What follows belongs to an exercise in optimizing a design on an open flow for small area, a short achievable clock period and few clock cycles; a production flow would make more cautious choices. At most, simulation tests tie the RTL to the original design; equivalence was not proved. Function not checked in runs 1 and 2: the RTL went through the layout flow alone. Power figures rest on the tool's default switching activity, not on a simulated workload.

[flow/design.v]
`timescale 1ns / 1ps
package irp_pkg;
  localparam int unsigned MaxActivitiesDefault = 16;
  localparam int unsigned IdW   = 8;
  localparam int unsigned TimeW = 16;
  localparam int unsigned RoomW = 5;
  typedef struct packed {
    logic [IdW-1:0]   act_id;
    logic [TimeW-1:0] start_time;
    logic [TimeW-1:0] end_time;
    logic             last;
  } in_beat_t;
  typedef struct packed {
    logic [IdW-1:0]   act_id_res;
    logic [RoomW-1:0] room;
    logic [RoomW-1:0] room_count;
    logic             last_result;
  } out_beat_t;
  typedef enum logic [2:0] {
    ST_LOAD,
    ST_SORT,
    ST_OPEN,
    ST_SCAN,
    ST_EMIT
  } state_e;
  typedef struct packed {
    logic load;        
    logic sort_init;   
    logic sort_step;   
    logic open_init;   
    logic open_step;   
    logic scan_step;   
    logic emit_init;   
    logic emit_step;   
  } cmd_t;
  typedef struct packed {
    logic sort_done;
    logic open_done;
    logic scan_done;
    logic emit_last;
  } status_t;
endpackage
module irp_cmp16 (
  input  logic [15:0] a_i,
  input  logic [15:0] b_i,
  output logic        gt_o,
  output logic        eq_o
);
  logic [15:0] g0, e0;
  logic [7:0]  g1, e1;
  logic [3:0]  g2, e2;
  logic [1:0]  g3, e3;
  assign g0 = a_i & ~b_i;
  assign e0 = ~(a_i ^ b_i);
  for (genvar i = 0; i < 8; i++) begin : g_l1
    assign g1[i] = g0[2*i+1] | (e0[2*i+1] & g0[2*i]);
    assign e1[i] = e0[2*i+1] & e0[2*i];
  end
  for (genvar i = 0; i < 4; i++) begin : g_l2
    assign g2[i] = g1[2*i+1] | (e1[2*i+1] & g1[2*i]);
    assign e2[i] = e1[2*i+1] & e1[2*i];
  end
  for (genvar i = 0; i < 2; i++) begin : g_l3
    assign g3[i] = g2[2*i+1] | (e2[2*i+1] & g2[2*i]);
    assign e3[i] = e2[2*i+1] & e2[2*i];
  end
  assign gt_o = g3[1] | (e3[1] & g3[0]);
  assign eq_o = e3[1] & e3[0];
endmodule
`timescale 1ns / 1ps
import irp_pkg::*;
module irp_dpath #(
  parameter int unsigned N = 16
) (
  input  logic                  clk_i,
  input  logic                  rst_ni,
  input  logic                  in_valid_i,
  input  logic [40:0]           in_data_i,
  output logic                  in_stall_o,
  input  logic                  e_empty_i,   
  input  logic                  e_free_i,    
  output logic                  xfer_o,      
  output logic [N-1:0]          vld_o,
  output logic [N-1:0][7:0]     id_o,
  output logic [N-1:0][4:0]     room_o,
  output logic [4:0]            rooms_o
);
  logic [N-1:0]       vld_q;
  logic [N-1:0][15:0] start_q, end_q;
  logic [N-1:0][7:0]  id_q;
  logic [N-1:0][4:0]  room_q;
  logic [N-1:0]       asg_q, after_q;
  logic [15:0]        latest_q;
  logic [4:0]         rc_q;
  logic [4:0]         rem_q;       
  logic               busy_q;      
  logic               fin_q;       
  logic               swept_q;     
  logic [40:0] in_q;
  logic        in_vq, can_take;
  logic [7:0]  new_id;
  logic [15:0] new_start, new_end;
  logic        new_last;
  assign {new_id, new_start, new_end, new_last} = in_q;
  logic ready, accept, ins, clr, full;
  logic [4:0] cnt_q;   
  logic [N-1:0] vld_eff, f, gt_s;
  assign ready      = (busy_q & fin_q) | swept_q;
  assign xfer_o     = ready & e_free_i;
  assign clr        = ready & e_empty_i;
  assign can_take   = ~(busy_q | swept_q) | clr;
  assign in_stall_o = in_vq & ~can_take;
  assign accept     = in_vq & can_take;
  always_ff @(posedge clk_i) begin
    if (in_valid_i && !in_stall_o) in_q <= in_data_i;
  end
  always_ff @(posedge clk_i or negedge rst_ni) begin
    if (!rst_ni) begin
      in_vq <= 1'b0;
    end else if (in_valid_i && !in_stall_o) begin
      in_vq <= 1'b1;
    end else if (accept) begin
      in_vq <= 1'b0;
    end
  end
  assign vld_eff    = clr ? '0 : vld_q;
  assign full       = clr ? 1'b0 : cnt_q[4];
  assign ins        = accept & ~full;
  logic [15:0] cmp_b;
  assign cmp_b = busy_q ? latest_q : new_start;
  for (genvar i = 0; i < N; i++) begin : g_cmp
    logic gt_e, eq_e, eq_s;
    irp_cmp16 u_ce (.a_i(end_q[i]),   .b_i(new_end), .gt_o(gt_e),    .eq_o(eq_e));
    irp_cmp16 u_cs (.a_i(start_q[i]), .b_i(cmp_b),   .gt_o(gt_s[i]), .eq_o(eq_s));
    assign f[i] = ~vld_eff[i] | gt_e | (eq_e & gt_s[i]);
  end
  for (genvar i = 0; i < N; i++) begin : g_ent
    always_ff @(posedge clk_i) begin
      if (ins) begin
        if (i > 0 && f[(i > 0) ? i - 1 : 0]) begin
          start_q[i] <= start_q[(i > 0) ? i - 1 : 0];
          end_q[i]   <= end_q[(i > 0) ? i - 1 : 0];
          id_q[i]    <= id_q[(i > 0) ? i - 1 : 0];
        end else if (f[i]) begin
          start_q[i] <= new_start;
          end_q[i]   <= new_end;
          id_q[i]    <= new_id;
        end
      end
    end
  end
  logic [N-1:0] unas, cand, pick_a, pick_b, pick, pre_a, pre_b, after_d;
  logic         any_c;
  logic [15:0]  pick_end;
  logic [4:0]   room_new;
  assign unas = vld_q & ~asg_q;
  assign cand = unas & after_q & gt_s;
  assign any_c = |cand;
  always_comb begin
    pre_a[0] = 1'b0;
    pre_b[0] = 1'b0;
    for (int j = 1; j < N; j++) begin
      pre_a[j] = pre_a[j-1] | cand[j-1];
      pre_b[j] = pre_b[j-1] | unas[j-1];
    end
  end
  assign pick_a  = cand & ~pre_a;
  assign pick_b  = unas & ~pre_b;
  assign pick    = any_c ? pick_a : pick_b;
  assign after_d = any_c ? (pre_a | cand) & ~pick_a : (pre_b | unas) & ~pick_b;
  always_comb begin
    pick_end = '0;
    for (int j = 0; j < N; j++) pick_end |= {16{pick[j]}} & end_q[j];
  end
  assign room_new = any_c ? rc_q : rc_q + 5'd1;
  logic first;
  logic [4:0] cnt_eff, n_next;
  assign first   = accept & new_last;
  assign cnt_eff = clr ? 5'd0 : cnt_q;
  assign n_next  = cnt_eff + {4'd0, ins};
  always_ff @(posedge clk_i) begin
    if (first) begin
      latest_q  <= (ins && f[0]) ? new_end : end_q[0];
      after_q   <= {{(N-1){1'b1}}, 1'b0};
      room_q[0] <= 5'd1;
    end else if (busy_q) begin
      latest_q <= pick_end;
      after_q  <= after_d;
      for (int j = 0; j < N; j++) begin
        if (pick[j]) room_q[j] <= room_new;
      end
    end
  end
  always_ff @(posedge clk_i or negedge rst_ni) begin
    if (!rst_ni) begin
      vld_q   <= '0;
      cnt_q   <= '0;
      asg_q   <= '0;
      rc_q    <= '0;
      rem_q   <= '0;
      busy_q  <= 1'b0;
      fin_q   <= 1'b0;
      swept_q <= 1'b0;
    end else begin
      vld_q <= ins ? {vld_eff[N-2:0], 1'b1} : (xfer_o ? '0 : vld_q);
      cnt_q <= xfer_o ? {4'd0, ins} : cnt_q + {4'd0, ins};
      if (first) begin
        asg_q   <= {{(N-1){1'b0}}, 1'b1};
        rc_q    <= 5'd1;
        rem_q   <= n_next - 5'd1;
        busy_q  <= (n_next != 5'd1);
        fin_q   <= (n_next == 5'd2);
        swept_q <= (n_next == 5'd1);
      end else if (busy_q) begin
        asg_q <= asg_q | pick;
        rc_q  <= room_new;
        rem_q <= rem_q - 5'd1;
        fin_q <= (rem_q == 5'd2);
        if (fin_q) begin
          busy_q  <= 1'b0;
          swept_q <= ~xfer_o;
        end
      end else if (xfer_o) begin
        swept_q <= 1'b0;
      end
    end
  end
  assign vld_o = vld_q;
  assign id_o  = id_q;
  for (genvar j = 0; j < N; j++) begin : g_res
    assign room_o[j] = pick[j] ? room_new : room_q[j];
  end
  assign rooms_o = busy_q ? room_new : rc_q;
endmodule
`timescale 1ns / 1ps
import irp_pkg::*;
module irp_ctrl #(
  parameter int unsigned N = 16
) (
  input  logic                  clk_i,
  input  logic                  rst_ni,
  input  logic                  xfer_i,
  input  logic [N-1:0]          s_vld_i,
  input  logic [N-1:0][7:0]     s_id_i,
  input  logic [N-1:0][4:0]     s_room_i,
  input  logic [4:0]            s_rooms_i,
  output logic                  empty_o,
  output logic                  free_o,
  output logic                  out_valid_o,
  input  logic                  out_stall_i,
  output logic [18:0]           out_data_o
);
  logic [N-1:0]        vld_q;
  logic [N-1:0][12:0]  res_q;
  logic [4:0]          rc_q;
  logic                take;
  assign take    = vld_q[0] & ~out_stall_i;
  assign empty_o = ~vld_q[0];
  assign free_o  = ~vld_q[0] | (~vld_q[1] & ~out_stall_i);
  always_ff @(posedge clk_i) begin
    if (xfer_i) begin
      for (int j = 0; j < N; j++) res_q[j] <= {s_id_i[j], s_room_i[j]};
      rc_q <= s_rooms_i;
    end else if (take) begin
      for (int j = 0; j < N - 1; j++) res_q[j] <= res_q[j+1];
    end
  end
  always_ff @(posedge clk_i or negedge rst_ni) begin
    if (!rst_ni) begin
      vld_q <= '0;
    end else if (xfer_i) begin
      vld_q <= s_vld_i;
    end else if (take) begin
      vld_q <= {1'b0, vld_q[N-1:1]};
    end
  end
  assign out_valid_o = vld_q[0];
  assign out_data_o  = {res_q[0], rc_q, ~vld_q[1]};
endmodule
`timescale 1ns / 1ps
import irp_pkg::*;
module interval_room_partition_unit #(
  parameter int unsigned MaxActivities = irp_pkg::MaxActivitiesDefault
) (
  input  logic        clk_i,
  input  logic        rst_ni,
  input  logic        in_valid_i,
  output logic        in_stall_o,
  input  logic [40:0] in_data_i,
  output logic        out_valid_o,
  input  logic        out_stall_i,
  output logic [18:0] out_data_o
);
  localparam int unsigned N = MaxActivities;
  logic                xfer, e_empty, e_free;
  logic [N-1:0]        s_vld;
  logic [N-1:0][7:0]   s_id;
  logic [N-1:0][4:0]   s_room;
  logic [4:0]          s_rooms;
  irp_dpath #(.N(N)) u_sort (
    .clk_i      (clk_i),
    .rst_ni     (rst_ni),
    .in_valid_i (in_valid_i),
    .in_data_i  (in_data_i),
    .in_stall_o (in_stall_o),
    .e_empty_i  (e_empty),
    .e_free_i   (e_free),
    .xfer_o     (xfer),
    .vld_o      (s_vld),
    .id_o       (s_id),
    .room_o     (s_room),
    .rooms_o    (s_rooms)
  );
  irp_ctrl #(.N(N)) u_emit (
    .clk_i       (clk_i),
    .rst_ni      (rst_ni),
    .xfer_i      (xfer),
    .s_vld_i     (s_vld),
    .s_id_i      (s_id),
    .s_room_i    (s_room),
    .s_rooms_i   (s_rooms),
    .empty_o     (e_empty),
    .free_o      (e_free),
    .out_valid_o (out_valid_o),
    .out_stall_i (out_stall_i),
    .out_data_o  (out_data_o)
  );
endmodule
[flow/run.sh]
#!/bin/bash
# synth_recipe.tcl (not shown) runs the flow's synth.tcl, then flattens the netlist and writes it again
# the make line also repeats each setting of config.mk as NAME=value (left out here)
make -C /OpenROAD-flow-scripts/flow DESIGN_CONFIG=/design/flow/config.mk WORK_HOME=/design/flow/orfs CLKGATE_MAP_FILE= SYNTH_SCRIPT=/design/flow/synth_recipe.tcl finish
[flow/config.mk]
export PLATFORM = sky130hd
export DESIGN_NAME = interval_room_partition_unit
export DESIGN_NICKNAME = interval_room_partition_unit
export VERILOG_FILES = /design/flow/design.v
export SDC_FILE = /design/flow/constraint.sdc
export NUM_CORES = 4
export LEC_CHECK = 0
export CAP_MARGIN = 20
export CORE_MARGIN = 2
export CORE_UTILIZATION = 40
export SETUP_SLACK_MARGIN = 4
export SLEW_MARGIN = 20
[flow/constraint.sdc]
create_clock -name core_clock -period 9.0 [get_ports {clk_i}]
set_input_delay 1.8000 -clock core_clock [delete_from_list [all_inputs] [get_ports {clk_i}]]
set_output_delay 1.8000 -clock core_clock [all_outputs]
set_load 0.01 [all_outputs]
==> results of run 1 <==
==> placed cells by master (no fill, tap or decap), types with 13 or more instances in the layout <==
cell type / n
dfrtp_1: 66
nor2_1: 177
o211ai_1: 13
clkinv_1: 28
a31oi_1: 25
a22o_1: 27
o21a_1: 13
a22oi_1: 48
a21o_1: 87
buf_6: 17
a211oi_1: 27
dfxtp_1: 20
a221o_1: 14
mux2i_4: 16
a21oi_4: 28
buf_4: 205
a21oi_1: 247
mux2i_1: 14
nand2_1: 537
nor2b_1: 23
nand2b_1: 18
nand3_1: 64
a222oi_1: 25
nand4_1: 70
clkdlybuf4s50_1: 64
edfxtp_1: 985
mux2_2: 663
clkinv_2: 22
a221oi_1: 27
o21ai_0: 94
inv_1: 45
buf_12: 56
ha_1: 503
clkbuf_1: 25
and4_1: 28
clkbuf_16: 125
and3_1: 13
==> stage by stage <==
stage	power [uW]	std cells	util [%]
after floorplan	18800	4401	-
after global placement	23800	6225	42.8
after detailed placement	24000	6226	42.8
after CTS	30300	6591	47.0
after global routing	32700	6657	47.8
final	31100	6658	47.8
==> cells by family (layout without fill, tap and decap cells) <==
logic type	after synthesis	in the layout	share of synthesized area [%]
AND/OR/NAND/NOR	1025	1028	8.25
adder cells (fa/ha/maj)	504	504	11.0
multiplexers	699	699	13.7
AO/OA/AOI/OAI	807	812	9.45
other	0	1	0
buffers and inverters	275	633	1.99
XOR/XNOR	19	19	0.317
flip-flops	1072	1072	55.3
==> registers in the layout, summed over array words and instances (netlist names) <==
register and flops:
u_sort.end_q 256, u_sort.start_q 256, u_emit.res_q 208, u_sort.id_q 128, u_sort.room_q 80, u_sort.in_q 41, u_emit.vld_q 16, u_sort.asg_q 16
u_sort.latest_q 16, u_sort.vld_q 16, u_sort.after_q 15, u_emit.rc_q 5, u_sort.cnt_q 5, u_sort.rc_q 5, u_sort.rem_q 5, u_sort.busy_q 1
u_sort.fin_q 1, u_sort.in_vq 1, u_sort.swept_q 1
==> cell type report <==
| cell class | instances | area share, % |
|---|---|---|
| timing repair buffer | 366 | 5.82 |
| inverter | 47 | 0.281 |
| antenna | 1 | 0.00370 |
| tap | 1890 | 3.49 |
| sequential | 1072 | 46.8 |
| multi-input combinational | 3062 | 37.9 |
| clock inverter | 70 | 1.05 |
| clock buffer | 150 | 4.66 |
==> what timing repair did <==
action / in CTS / in global routing
endpoints found under the hold margin: 0 / 0
resized for setup: 151 / 90
gates cloned: 10 / 9
endpoints found under the setup margin: 1429 / 717
pin swaps: 42 / 33
setup buffers: 135 / 57
==> metal layers <==
metal  up-vias  global-route usage, %  wire [um]
met1     20300                   36.2      82800
met4         0                   11.5       9960
met3       471                   5.03      18300
li1      17600                      -          -
met5         -                      0          0
met2      2048                   39.2      85700
==> cell usage after synthesis (all sizes together) (6+ instances only) <==
cell type	number
and2	12
clkbuf	169
a22oi	48
a31o	9
o21ai	111
a21boi	6
edfxtp	985
ha	504
buf	59
nand3	66
nor2b	24
a31oi	32
nor4b	14
and4	29
a21oi	281
nor3	22
mux2	669
a41oi	13
nor2	186
xnor2	8
a221oi	38
nor4	6
nand2b	20
nand2	540
a211oi	37
and3	17
mux2i	30
a221o	16
o21a	14
dfxtp	20
a22o	27
a222oi	25
o211ai	13
xor2	11
o21bai	7
dfrtp	67
nand4	70
inv	47
a21o	87
==> power breakdown <==
| group | switching, uW | leakage (uW) | internal, uW |
|---|---|---|---|
| Sequential | 2020 | 0.0103 | 9410 |
| Clock | 2120 | 0.00188 | 2790 |
| Combinational | 8770 | 0.0134 | 5960 |
==> how the worst max path moves through the flow <==
stage / to / slack [ps] / depth (start not counted)
global placement: u_emit.res_q[157] / 1970 / 12
global route: u_sort.latest_q[2] / 3850 / 25
CTS: u_sort.end_q[101] / 3940 / 21
detailed placement: u_emit.res_q[79] / 2230 / 12
floorplan: u_sort.end_q[176] / 4050 / 18
finish: u_emit.res_q[39] / 3910 / 21
==> notes.md, run 1 <==
fmax 0.196 GHz; fin crit share 56.6%; Synth top area share 51.7%; FF/Latch Area 31700 um2; Post-synth EDFFs 985; Worst Reg-to-Reg Cells 21; delay-heaviest family, CP buffers and inverters; post-synth net total 4950; register area share after synthesis 55.3%; DRC violations left 0; antenna-violating nets left 0; worst path required time 9500 ps; worst-margin pin slew 1160 ps; worst skew pair latency 790 ps; status complete, no violations; Slew Limit Fails 0; Post-Synthesis Cell Area 57200 um2; Area contributors post-synth edfxtp_1 52%, mux2_2 13%, ha_1 11%, nand2_1 3.5%, dfrtp_1 2.9%; Max FO, Critical Path 10; Multi-input gate area 25700 um2; slowest stage delay, CP 500 ps; Hold Slack 408 ps; slowest stage cell, crit path dfrtp_4; Initial Util 40.4%; hpwl dp 124000 um; warnings from Yosys 2; Final Critical Period 5090 ps; Post-synth ARST share 6.25%; IO Port Bufs 65; FF+latch count, synth 1072; setup ws final 3910 ps; reg2reg setup slack 3910 ps; Crit. End Element register; Critical R2R Launch u_sort.busy_q; Worst Hold Class reg -> reg; setup repair after global routing missed its margin yes; cell accounting for the most synthesized area edfxtp_1; setup TNS 0 ps; Lkg Pwr 0.0255 uW; Startpoint Class register; clock buffer depth 3; maxcap violations 0; Hold Vio Cnt, Final 0; Die ar. 146000 um2; share of cells above drive strength 1 27.5%; Routed WL 197000 um; root buffer cell clkbuf_16; Setup WS pre-CTS 2230 ps; Relative slew margins 22.7%; Routed WL per cell 29.6 um; vias in the first global route 39000; Total GRT Usage 26.0%; die width 382 um; Hold Startpoint u_sort.id_q[122]; total core area 142000 um2; Die H 382 um; DR pass1 iterations 7; clk slew on worst S/H paths 60 ps; Post-synth top flop edfxtp_1; first-pass GRT wire length 278000 um; Final Skew 97.7 ps; Via-to-Cell Ratio 6.06; CTS Buf Count 117; I/O pin total 66; CP bufs+invs 10; Cells after Synth 4401; post-synthesis cell type count 92; Worst Path Class, Setup reg -> reg; RePlAce Congestion 0.947; initial DRC count 4956; antenna violations before repair 1; crit path from u_sort.busy_q; # fillers 12400; largest net degree at the start of global routing 150; Worst VDD drop 0.353 mV; Power Density 459 nW/um2; clk sinks 1072; CTS tree yes; htree depth 3; Final setup viols 0; total number of vias 40300; Syn-to-layout area delta 18.3%; Hold Path Sink u_emit.res_q[202]; final instance area 67700 um2; Reg-to-Reg End u_emit.res_q[39]; hold depth 0; Critical Path AT 5590 ps; placed inst area 60600 um2; gr ovfl total 0; Mapped Avg Cell Area 13.0 um2; crit-path cells buf_12 -> mux2i_4 -> buf_12 -> buf_4 -> ha_1 -> a21o_1 -> a221o_2 -> a211oi_4 -> a21oi_2 -> nor4_4 -> buf_4 -> nand3_2 -> buf_12 -> buf_2 -> buf_4 -> o31ai_4 -> buf_6 -> buf_12 -> buf_4 -> a21oi_2 -> mux2_2; CTS Hold Bufs 0; Nets 5215; row cnt 138
==> inputs of run 2 (changes only) <==
--- a/flow/design.v
+++ b/flow/design.v
@@ -90,7 +90,7 @@
   logic [N-1:0][7:0]  id_q;
   logic [N-1:0][4:0]  room_q;
   logic [N-1:0]       asg_q, after_q;
-  logic [15:0]        latest_q;
+  logic [15:0]        b_q;         
   logic [4:0]         rc_q;
   logic [4:0]         rem_q;       
   logic               busy_q;      
@@ -126,12 +126,10 @@
   assign vld_eff    = clr ? '0 : vld_q;
   assign full       = clr ? 1'b0 : cnt_q[4];
   assign ins        = accept & ~full;
-  logic [15:0] cmp_b;
-  assign cmp_b = busy_q ? latest_q : new_start;
   for (genvar i = 0; i < N; i++) begin : g_cmp
     logic gt_e, eq_e, eq_s;
     irp_cmp16 u_ce (.a_i(end_q[i]),   .b_i(new_end), .gt_o(gt_e),    .eq_o(eq_e));
-    irp_cmp16 u_cs (.a_i(start_q[i]), .b_i(cmp_b),   .gt_o(gt_s[i]), .eq_o(eq_s));
+    irp_cmp16 u_cs (.a_i(start_q[i]), .b_i(b_q),     .gt_o(gt_s[i]), .eq_o(eq_s));
     assign f[i] = ~vld_eff[i] | gt_e | (eq_e & gt_s[i]);
   end
   for (genvar i = 0; i < N; i++) begin : g_ent
@@ -178,13 +176,19 @@
   assign first   = accept & new_last;
   assign cnt_eff = clr ? 5'd0 : cnt_q;
   assign n_next  = cnt_eff + {4'd0, ins};
+  logic        busy_d;
+  logic [15:0] latest_d, start_d;
+  assign busy_d   = first ? (n_next != 5'd1) : (busy_q & ~fin_q);
+  assign latest_d = first ? ((ins && f[0]) ? new_end : end_q[0]) : pick_end;
+  assign start_d  = (in_valid_i && !in_stall_o) ? in_data_i[32:17] : new_start;
+  always_ff @(posedge clk_i) begin
+    b_q <= busy_d ? latest_d : start_d;
+  end
   always_ff @(posedge clk_i) begin
     if (first) begin
-      latest_q  <= (ins && f[0]) ? new_end : end_q[0];
       after_q   <= {{(N-1){1'b1}}, 1'b0};
       room_q[0] <= 5'd1;
     end else if (busy_q) begin
-      latest_q <= pick_end;
       after_q  <= after_d;
       for (int j = 0; j < N; j++) begin
         if (pick[j]) room_q[j] <= room_new;
--- a/flow/config.mk
+++ b/flow/config.mk
@@ -8,5 +8,5 @@
 export CAP_MARGIN = 20
 export CORE_MARGIN = 2
 export CORE_UTILIZATION = 40
-export SETUP_SLACK_MARGIN = 4
+export SETUP_SLACK_MARGIN = 5
 export SLEW_MARGIN = 20
==> run 2 against run 1 <==
Still clean on timing, DRC and antenna. First-iteration DRC count rose by 34%. Register-to-register slack improved by 790 ps. Final area increased by 9.3%. Via count increased by 11%. Final cell count rose by 6.5%. Highest routed layer is now met5.
==> notes.md, run 2 <==
clock buffer depth 3 (unchanged); worst skew pair latency 810 ps (+20 ps); Area contributors post-synth edfxtp_1 51%, mux2_2 12%, ha_1 11%, nand2_1 4.0%, dfrtp_1 2.9%; CP bufs+invs 5 (-5); Routed WL per cell 34.0 um (+15%); slowest stage delay, CP 510 ps (about the same); Worst Path Class, Setup reg -> reg; Synth top area share 50.5% (-1.1 points); fmax 0.232 GHz (+18%); placed insts 6414 (+3.0%); Hold Slack 413 ps (+4.99 ps); Critical R2R Launch u_sort.b_q[1]; fin crit share 47.8% (-8.8 points); Via-to-Cell Ratio 6.32 (+4.3%); worst-margin pin slew 1220 ps (+64.0 ps); Cells after Synth 4571 (+3.9%); most common cell after layout, fill and taps aside edfxtp_1; placed inst area 60800 um2 (+0.25%); Post-Synthesis Cell Area 57600 um2 (+0.57%); status complete, no violations; largest net degree at the start of global routing 156 (+4.0%); worst path required time 9620 ps (+120 ps); Max FO, Critical Path 5 (-5); FF+latch count, synth 1072 (unchanged); setup ws final 4700 ps (+788 ps); delay-heaviest family, CP compound AO/OA/AOI/OAI gates; Comb pwr share 52.3% (+4.9 points); most frequent cells in the layout 969 x edfxtp_1, 589 x nand2_1, 580 x mux2_2; Critical Path AT 4920 ps (-670 ps); DRC violations left 0 (unchanged); Nets 5627 (+7.9%); Post-synth EDFFs 969 (-1.6%); RePlAce Congestion 1.03 (+8.5%); antenna-violating nets left 0 (unchanged); warnings from Yosys 2 (unchanged); CTS Hold Bufs 0 (unchanged); Hold Path Sink u_emit.res_q[201]; Clk pwr share 14.6% (-1.2 points); CP most frequent cell buf_4; hpwl dp 138000 um (+11%); IO Port Bufs 65 (unchanged); reg2reg setup slack 4700 ps (+790 ps); antenna violations before repair 8 (+7); Relative slew margins 18.7% (-4.0 points); setup repair after global routing missed its margin yes; setup TNS 0 ps (unchanged); Slew Limit Fails 0 (unchanged); Hold Startpoint u_sort.id_q[121]; post-synth net total 5120 (+3.4%); Worst Hold Class reg -> reg; Die H 383 um (+0.28%); clk sinks 1072 (unchanged); post-synthesis cell type count 90 (-2.2%); Largest regs u_sort.end_q: 256 flops, u_sort.start_q: 256 flops, u_emit.res_q: 208 flops; Final setup viols 0 (unchanged); total number of vias 44800 (+11%); Cell Count, Final, Fillers Out 7088 (+6.5%); internal cell power 19700 uW (+8.3%); crit-path cells clkinvlp_4 -> buf_4 -> ha_1 -> nand4b_1 -> a211oi_2 -> o21ai_2 -> o31ai_4 -> nor2_4 -> buf_4 -> a31oi_2 -> nor3_4 -> buf_4 -> buf_12 -> a222oi_1 -> nand4_1 -> nor4_4 -> a221oi_1; total core area 143000 um2 (+1.1%); share of total power in sequential cells 33.1% (-3.7 points); CTS tree yes; Switching Fraction 43.2% (+1.6 points); Mapped Avg Cell Area 12.6 um2 (-3.2%); Worst VDD drop 0.282 mV (-20%); vias in the first global route 41300 (+6.0%); Final Critical Period 4300 ps (-788 ps); sw power 14900 uW (+16%); die width 383 um (+0.28%); Final Skew 71.9 ps (-25.8 ps); Hold Vio Cnt, Final 0 (unchanged); Setup WS pre-CTS 2220 ps (-15.3 ps); clk slew on worst S/H paths 70 ps (about the same); Post-synth top cells 969 x edfxtp_1, 619 x mux2_2, 606 x nand2_1; Lkg Pwr 0.0283 uW (+11%); register area share after synthesis 54.7% (-0.59 points); final instance area 74000 um2 (+9.3%); Total GRT Usage 29.6% (+3.6 points); cell accounting for the most synthesized area edfxtp_1; Startpoint Class register; Die ar. 147000 um2 (+0.56%); count leader, synth edfxtp_1; Crit. End Element register; CTS Buf Count 119 (+1.7%); root buffer cell clkbuf_16; DR pass1 iterations 8 (+1); row cnt 139 (+0.72%); share of cells above drive strength 1 34.3% (+6.8 points); Worst Reg-to-Reg Cells 17 (-19%); htree depth 3 (unchanged); gr ovfl total 0 (unchanged); Post-synth top flop edfxtp_1; Initial Util 40.2% (-0.21 points); Post-synth ARST share 6.25% (unchanged); I/O pin total 66 (unchanged); Syn-to-layout area delta 28.5%; first-pass GRT wire length 311000 um (+12%); Routed WL 241000 um (+22%); slowest stage cell, crit path a31oi_2; Reg-to-Reg End u_sort.b_q[7]; # fillers 12100 (-2.0%); hold depth 0 (unchanged); maxcap violations 0 (unchanged); Power Density 468 nW/um2 (+1.9%); initial DRC count 6637 (+34%)
-- run 2: cell types whose count changed after synthesis, sizes merged, moves of 27 or more --
cell / before / now
nand4: 70 / 99
nand2: 540 / 606
nand3: 66 / 39
a21oi: 281 / 239
mux2: 669 / 619
nor3: 22 / 51
inv: 47 / 89
nor2: 186 / 221
o21ai: 111 / 171
-- run 2: worst reg2reg max path: stages (launching register included) --
cell and delay [ps]:
dfxtp_2 340, clkinvlp_4 150, buf_4 180, ha_1 270
nand4b_1 200, a211oi_2 370, o21ai_2 190, o31ai_4 440
nor2_4 90, buf_4 160, a31oi_2 510, nor3_4 90
buf_4 170, buf_12 140, a222oi_1 350, nand4_1 190
nor4_4 200, a221oi_1 100
-- run 2: cell families after synthesis --
kind of cell / Yosys count / synth area share [%]
buffers and inverters: 321 / 2.32
XOR/XNOR: 19 / 0.328
flip-flops: 1072 / 54.7
AND/OR/NAND/NOR: 1185 / 9.47
multiplexers: 664 / 12.9
AO/OA/AOI/OAI: 806 / 9.34
adder cells (fa/ha/maj): 504 / 11.0
-- run 2: timing repair --
item,in CTS,in global routing
endpoints found under the setup margin,1483,1135
buffers inserted,251,117
pin swaps,144,125
gates resized for setup,599,329
cloned,26,51
-- run 2: through the flow --
step | power [uW] | utilization, %
global placement | 23600 | 42.4
global route | 35700 | 51.6
detailed placement | 23800 | 42.4
CTS | 31600 | 48.9
floorplan | 18300 | -
finish | 34600 | 51.6
-- run 2: how the worst max path moves through the flow --
stage | from | cells after the start | endpoint
2_1_floorplan | u_sort.b_q[2] | 12 | u_sort.end_q[64]
3_3_place_gp | u_sort.in_q[7] | 14 | u_sort.b_q[4]
3_5_place_dp | u_sort.b_q[10] | 13 | u_emit.res_q[92]
4_1_cts | u_sort.b_q[1] | 20 | u_sort.b_q[6]
5_1_grt | u_sort.b_q[1] | 17 | u_sort.b_q[7]
6_report | u_sort.b_q[1] | 17 | u_sort.b_q[7]
-- run 2: layer usage --
metal  GRT usage (%)  share of wire [%]  up-vias  routed length (um)
met5               0              0.077        -                 185
met4            16.5                8.0       12               19300
met3            6.84                 13      845               30200
met2            42.3                 40     3003               96800
met1            41.3                 39    22400               94300
li1                -                  -    18600                   -
-- run 2: area by class of cell --
type                            instances  area, um2  area share, %
Clock inverter                         86        876           1.18
Sequential cell                      1072      31500           42.6
Multi-Input combinational cell       3185      27700           37.5
Antenna cell                            4       10.0         0.0135
Clock buffer                          138       3070           4.15
Inverter                               91        479          0.648
Tap cell                             1903       2380           3.22
Timing Repair Buffer                  607       7900           10.7
Timing Repair inverter                  2       15.0         0.0203
-- run 2: power by group through the flow --
stage          clock network [uW]  logic, uW  registers, uW
2_1_floorplan                   0       7940          10400
3_3_place_gp                    0      12200          11400
3_5_place_dp                    0      12400          11400
4_1_cts                      5070      15200          11300
5_1_grt                      5260      18900          11600
6_report                     5040      18100          11500
==> inputs of run 3 (changes only) <==
--- a/flow/design.v
+++ b/flow/design.v
@@ -90,46 +90,31 @@
   logic [N-1:0][7:0]  id_q;
   logic [N-1:0][4:0]  room_q;
   logic [N-1:0]       asg_q, after_q;
-  logic [15:0]        b_q;         
+  logic [15:0]        latest_q;
   logic [4:0]         rc_q;
   logic [4:0]         rem_q;       
   logic               busy_q;      
   logic               fin_q;       
   logic               swept_q;     
-  logic [40:0] in_q;
-  logic        in_vq, can_take;
   logic [7:0]  new_id;
   logic [15:0] new_start, new_end;
   logic        new_last;
-  assign {new_id, new_start, new_end, new_last} = in_q;
-  logic ready, accept, ins, clr, full;
-  logic [4:0] cnt_q;   
+  assign {new_id, new_start, new_end, new_last} = in_data_i;
+  logic ready, accept, ins, clr;
   logic [N-1:0] vld_eff, f, gt_s;
   assign ready      = (busy_q & fin_q) | swept_q;
   assign xfer_o     = ready & e_free_i;
-  assign clr        = ready & e_empty_i;
-  assign can_take   = ~(busy_q | swept_q) | clr;
-  assign in_stall_o = in_vq & ~can_take;
-  assign accept     = in_vq & can_take;
-  always_ff @(posedge clk_i) begin
-    if (in_valid_i && !in_stall_o) in_q <= in_data_i;
-  end
-  always_ff @(posedge clk_i or negedge rst_ni) begin
-    if (!rst_ni) begin
-      in_vq <= 1'b0;
-    end else if (in_valid_i && !in_stall_o) begin
-      in_vq <= 1'b1;
-    end else if (accept) begin
-      in_vq <= 1'b0;
-    end
-  end
+  assign in_stall_o = (busy_q | swept_q) & ~(ready & e_empty_i);
+  assign accept     = in_valid_i & ~in_stall_o;
+  assign clr        = xfer_o;
   assign vld_eff    = clr ? '0 : vld_q;
-  assign full       = clr ? 1'b0 : cnt_q[4];
-  assign ins        = accept & ~full;
+  assign ins        = accept & ~vld_eff[N-1];
+  logic [15:0] cmp_b;
+  assign cmp_b = busy_q ? latest_q : new_start;
   for (genvar i = 0; i < N; i++) begin : g_cmp
     logic gt_e, eq_e, eq_s;
     irp_cmp16 u_ce (.a_i(end_q[i]),   .b_i(new_end), .gt_o(gt_e),    .eq_o(eq_e));
-    irp_cmp16 u_cs (.a_i(start_q[i]), .b_i(b_q),     .gt_o(gt_s[i]), .eq_o(eq_s));
+    irp_cmp16 u_cs (.a_i(start_q[i]), .b_i(cmp_b),   .gt_o(gt_s[i]), .eq_o(eq_s));
     assign f[i] = ~vld_eff[i] | gt_e | (eq_e & gt_s[i]);
   end
   for (genvar i = 0; i < N; i++) begin : g_ent
@@ -172,23 +157,22 @@
   end
   assign room_new = any_c ? rc_q : rc_q + 5'd1;
   logic first;
-  logic [4:0] cnt_eff, n_next;
-  assign first   = accept & new_last;
-  assign cnt_eff = clr ? 5'd0 : cnt_q;
-  assign n_next  = cnt_eff + {4'd0, ins};
-  logic        busy_d;
-  logic [15:0] latest_d, start_d;
-  assign busy_d   = first ? (n_next != 5'd1) : (busy_q & ~fin_q);
-  assign latest_d = first ? ((ins && f[0]) ? new_end : end_q[0]) : pick_end;
-  assign start_d  = (in_valid_i && !in_stall_o) ? in_data_i[32:17] : new_start;
-  always_ff @(posedge clk_i) begin
-    b_q <= busy_d ? latest_d : start_d;
+  logic [4:0] n_next;
+  assign first = accept & new_last;
+  always_comb begin
+    n_next = '0;
+    for (int j = 0; j < N; j++) n_next += {4'd0, vld_o_next(j)};
   end
+  function automatic logic vld_o_next(input int j);
+    vld_o_next = ins ? ((j == 0) ? 1'b1 : vld_eff[j-1]) : vld_eff[j];
+  endfunction
   always_ff @(posedge clk_i) begin
     if (first) begin
+      latest_q  <= (ins && f[0]) ? new_end : end_q[0];
       after_q   <= {{(N-1){1'b1}}, 1'b0};
       room_q[0] <= 5'd1;
     end else if (busy_q) begin
+      latest_q <= pick_end;
       after_q  <= after_d;
       for (int j = 0; j < N; j++) begin
         if (pick[j]) room_q[j] <= room_new;
@@ -198,7 +182,6 @@
   always_ff @(posedge clk_i or negedge rst_ni) begin
     if (!rst_ni) begin
       vld_q   <= '0;
-      cnt_q   <= '0;
       asg_q   <= '0;
       rc_q    <= '0;
       rem_q   <= '0;
@@ -206,8 +189,7 @@
       fin_q   <= 1'b0;
       swept_q <= 1'b0;
     end else begin
-      vld_q <= ins ? {vld_eff[N-2:0], 1'b1} : (xfer_o ? '0 : vld_q);
-      cnt_q <= xfer_o ? {4'd0, ins} : cnt_q + {4'd0, ins};
+      vld_q <= ins ? {vld_eff[N-2:0], 1'b1} : vld_eff;
       if (first) begin
         asg_q   <= {{(N-1){1'b0}}, 1'b1};
         rc_q    <= 5'd1;
--- a/flow/config.mk
+++ b/flow/config.mk
@@ -8,5 +8,4 @@
 export CAP_MARGIN = 20
 export CORE_MARGIN = 2
 export CORE_UTILIZATION = 40
-export SETUP_SLACK_MARGIN = 5
 export SLEW_MARGIN = 20
==> run 3 against run 2 <==
Sequential share of layout area is 5.5 points higher. Total power is 33% lower. Clock-buffer cell count is 20 higher. Core utilization is 6.0 points lower. Global-route usage is 4.4 points lower. Die area is 3.3% lower. Register-to-register slack worse by 2700 ps. Critical path type is now in -> reg. Via count is 13% lower. Still clean. Critical endpoint is now u_sort.rem_q[4]. Combinational power is 49% lower. Synthesized cell count is 1.7% lower. Synthesized area is 3.3% lower. Final area is 15% lower.
==> notes.md, run 3 <==
Final Critical Period 7350 ps (+3050 ps); clk sinks 1025 (-4.4%); Max FO, Critical Path 15 (+10); Critical R2R Launch u_sort.busy_q; Power Density 368 nW/um2 (-21%); internal cell power 14100 uW (-28%); delay-heaviest family, CP adder cells; register area share after synthesis 54.4% (-0.32 points); Largest regs u_sort.end_q: 256 flops, u_sort.start_q: 256 flops, u_emit.res_q: 208 flops; Relative slew margins 18.5% (-0.19 points); Post-synth ARST share 5.95% (-0.30 points); Mapped Avg Cell Area 12.4 um2 (-1.7%); Final Skew 51.1 ps (-20.8 ps); antenna violations before repair 6 (-2); Post-Synthesis Cell Area 55700 um2 (-3.3%); Critical Path AT 7980 ps (+3060 ps); worst path required time 9620 ps (about the same); CTS Buf Count 115 (-3.4%); largest net degree at the start of global routing 152 (-2.6%); DR pass1 iterations 8 (unchanged); setup repair after global routing missed its margin no; # fillers 12500 (+2.9%); post_cts resized 0 (-100%); most frequent cells in the layout 944 x edfxtp_1, 738 x nand2_1, 559 x mux2_2; Post-synth top cells 944 x edfxtp_1, 740 x nand2_1, 559 x mux2_2; Routed WL per cell 28.0 um (-18%); CTS tree yes; antenna-violating nets left 0 (unchanged); share of cells above drive strength 1 20.8% (-14 points); total core area 138000 um2 (-3.8%); CP most frequent cell fa_1; IO Port Bufs 65 (unchanged); total number of vias 39000 (-13%); Initial Util 40.4% (+0.22 points); share of total power in sequential cells 39.9% (+6.8 points); root buffer cell clkbuf_16; setup TNS 0 ps (unchanged); Die ar. 142000 um2 (-3.3%); Clk pwr share 19.9% (+5.3 points); final instance area 62900 um2 (-15%); slowest stage delay, CP 580 ps (+70 ps); RePlAce Congestion 0.926 (-9.8%); Nets 5141 (-8.6%); htree depth 3 (unchanged); maxcap violations 0 (unchanged); slowest stage cell, crit path fa_1; Startpoint Class primary input; Die H 377 um (-1.6%); Worst VDD drop 0.214 mV (-24%); cell accounting for the most synthesized area edfxtp_1; Via-to-Cell Ratio 6.01 (-4.9%); initial DRC count 4423 (-33%); count leader, synth edfxtp_1; Syn-to-layout area delta 13.0%; Worst Reg-to-Reg Cells 20 (+3); Post-synth top flop edfxtp_1; vias in the first global route 38300 (-7.4%); Hold Startpoint u_sort.id_q[124]; crit-path cells clkdlybuf4s50_1 -> o21ai_0 -> nand2_4 -> nand2_1 -> nand2_2 -> buf_4 -> mux2i_1 -> or2_2 -> fa_1 -> inv_1 -> fa_1 -> fa_1 -> fa_1 -> inv_1 -> fa_1 -> fa_1 -> ha_1 -> nand2_1 -> o211ai_1 -> nand2_1 -> a221oi_1 -> a21oi_1; die width 377 um (-1.6%); DRC violations left 0 (unchanged); reg2reg setup slack 2000 ps (-2700 ps); fmax 0.136 GHz (-41%); CP bufs+invs 4 (-1); Synth top area share 50.9% (+0.38 points); Lkg Pwr 0.0244 uW (-14%); post-synthesis cell type count 86 (-4.4%); clock buffer depth 3 (unchanged); Comb pwr share 40.1% (-12 points); Worst Hold Class reg -> reg; clk slew on worst S/H paths 60 ps (about the same); gr ovfl total 0 (unchanged); FF+latch count, synth 1025 (-4.4%); hold depth 0 (unchanged); Worst Path Class, Setup in -> reg; fin crit share 81.7% (+34 points); sw power 9050 uW (-39%); first-pass GRT wire length 265000 um (-15%); Hold Vio Cnt, Final 0 (unchanged); Total GRT Usage 25.2% (-4.4 points); post-synth net total 5039 (-1.6%); status complete, no violations; hpwl dp 123000 um (-11%); warnings from Yosys 2 (unchanged); Post-synth EDFFs 944 (-2.6%); Hold Path Sink u_emit.res_q[204]; Slew Limit Fails 0 (unchanged); Cells after Synth 4495 (-1.7%); worst-margin pin slew 1210 ps (-9.95 ps); Crit. End Element register; Switching Fraction 39.0% (-4.1 points); CTS Hold Bufs 0 (unchanged); Final setup viols 0 (unchanged); worst skew pair latency 780 ps (-30 ps); most common cell after layout, fill and taps aside edfxtp_1; placed inst area 59300 um2 (-2.5%); Routed WL 182000 um (-25%); row cnt 136 (-2.2%); Area contributors post-synth edfxtp_1 51%, mux2_2 11%, ha_1 11%, nand2_1 5.0%, dfrtp_1 2.7%; buffer count from post-CTS setup fixing 0 (-100%); I/O pin total 66 (unchanged); Reg-to-Reg End u_sort.rem_q[4]
-- run 3: cell types whose count changed after synthesis, moves of 19 or more --
cell | previous run | this run
a21o_1 | 69 | 96
a32oi_1 | 20 | 1
and4_1 | 6 | 32
edfxtp_1 | 969 | 944
inv_1 | 89 | 66
mux2_2 | 619 | 559
nand2_1 | 606 | 740
nand4_1 | 99 | 72
nor3_1 | 45 | 16
-- run 3: final cells by class --
class,instances,area [um2],share of cell area (%)
antenna,1,2.50,0.00398
sequential,1025,30300,48.1
multi-input combinational,3163,24500,38.9
inverter,67,260,0.414
timing repair buffer,225,2010,3.19
clock buffer,158,3090,4.91
tap,1794,2240,3.57
clock inverter,58,546,0.867
-- run 3: cells by family after synthesis --
family	synth area share [%]
AOI/OAI and AO/OA	9.74
xor gates and xnor gates	0.276
adders and majority gates	11.3
buffers and inverters	2.36
DFF	54.4
muxes	12.0
and+or+nand+nor	9.91
-- run 3: how the worst max path moves through the flow --
stage | from | to | slack, ps | cells past startpoint
6_report | out_stall_i | u_sort.rem_q[4] | 1650 | 22
5_1_grt | out_stall_i | u_sort.rem_q[4] | 1310 | 22
4_1_cts | out_stall_i | u_sort.rem_q[4] | 1730 | 22
3_5_place_dp | out_stall_i | u_sort.rem_q[4] | 920 | 22
3_3_place_gp | out_stall_i | u_sort.rem_q[4] | 920 | 22
2_1_floorplan | out_stall_i | u_sort.rem_q[4] | 640 | 22
-- run 3: per-stage QoR --
step	instances	hold slack [ps]	power [uW]	worst slack [ps]	util [%]
finish	6491	417	23200	1650	45.6
global route	6490	432	24400	1310	45.6
global placement	6273	402	18200	916	43.0
floorplan	4495	400	14900	638	-
CTS	6489	418	23100	1730	45.6
detailed placement	6273	405	18500	925	43.0
-- run 3: power groups by stage --
stage | Combinational [uW] | Clock, uW | Sequential, uW
floorplan | 6040 | 0 | 8820
global placement | 8950 | 0 | 9290
detailed placement | 9190 | 0 | 9280
CTS | 9230 | 4690 | 9210
global route | 10200 | 4860 | 9390
finish | 9300 | 4620 | 9250
-- run 3: metal layers --
layer	global-route usage [%]	wire, um	up-vias
met5	0	43	-
met4	10.0	7100	6
met3	4.60	14900	305
met2	39.3	81700	1714
met1	34.8	77800	19700
li1	-	-	17300
Testbench counts of run 3, summed over its fixed seeds: cycles 3,246.

## separate check: timing with driven ports
No port has a modelled driver above. Below, the same layouts with a new extraction and two added sets of constraints. Step 1 sets driving cells, clkbuf_16 on the clock port and buf_2 on the other inputs (assumed; they add their load-dependent delay and slew). Step 2 also shifts input and output timing later by t, the mid clock arrival at the registers, as if the neighbouring blocks saw the same clock. Three values: ideal, step 1, step 2; two values: the first two.
run | t (ns) | slack for setup (ns) | slew at the worst register clock pin (ns)
run 1 | 0.825 | 3.907 / 3.907 / 3.519 | 0.07 / 0.07
run 2 | 0.858 | 4.695 / 4.695 / 4.308 | 0.07 / 0.07
run 3 | 0.827 | 1.647 / 1.611 / 0.784 | 0.07 / 0.07
After both steps every run listed still meets setup and hold. The setup slack of run 3, which loses most, moves by -0.036 ns with the drivers and by -0.863 ns with both steps.
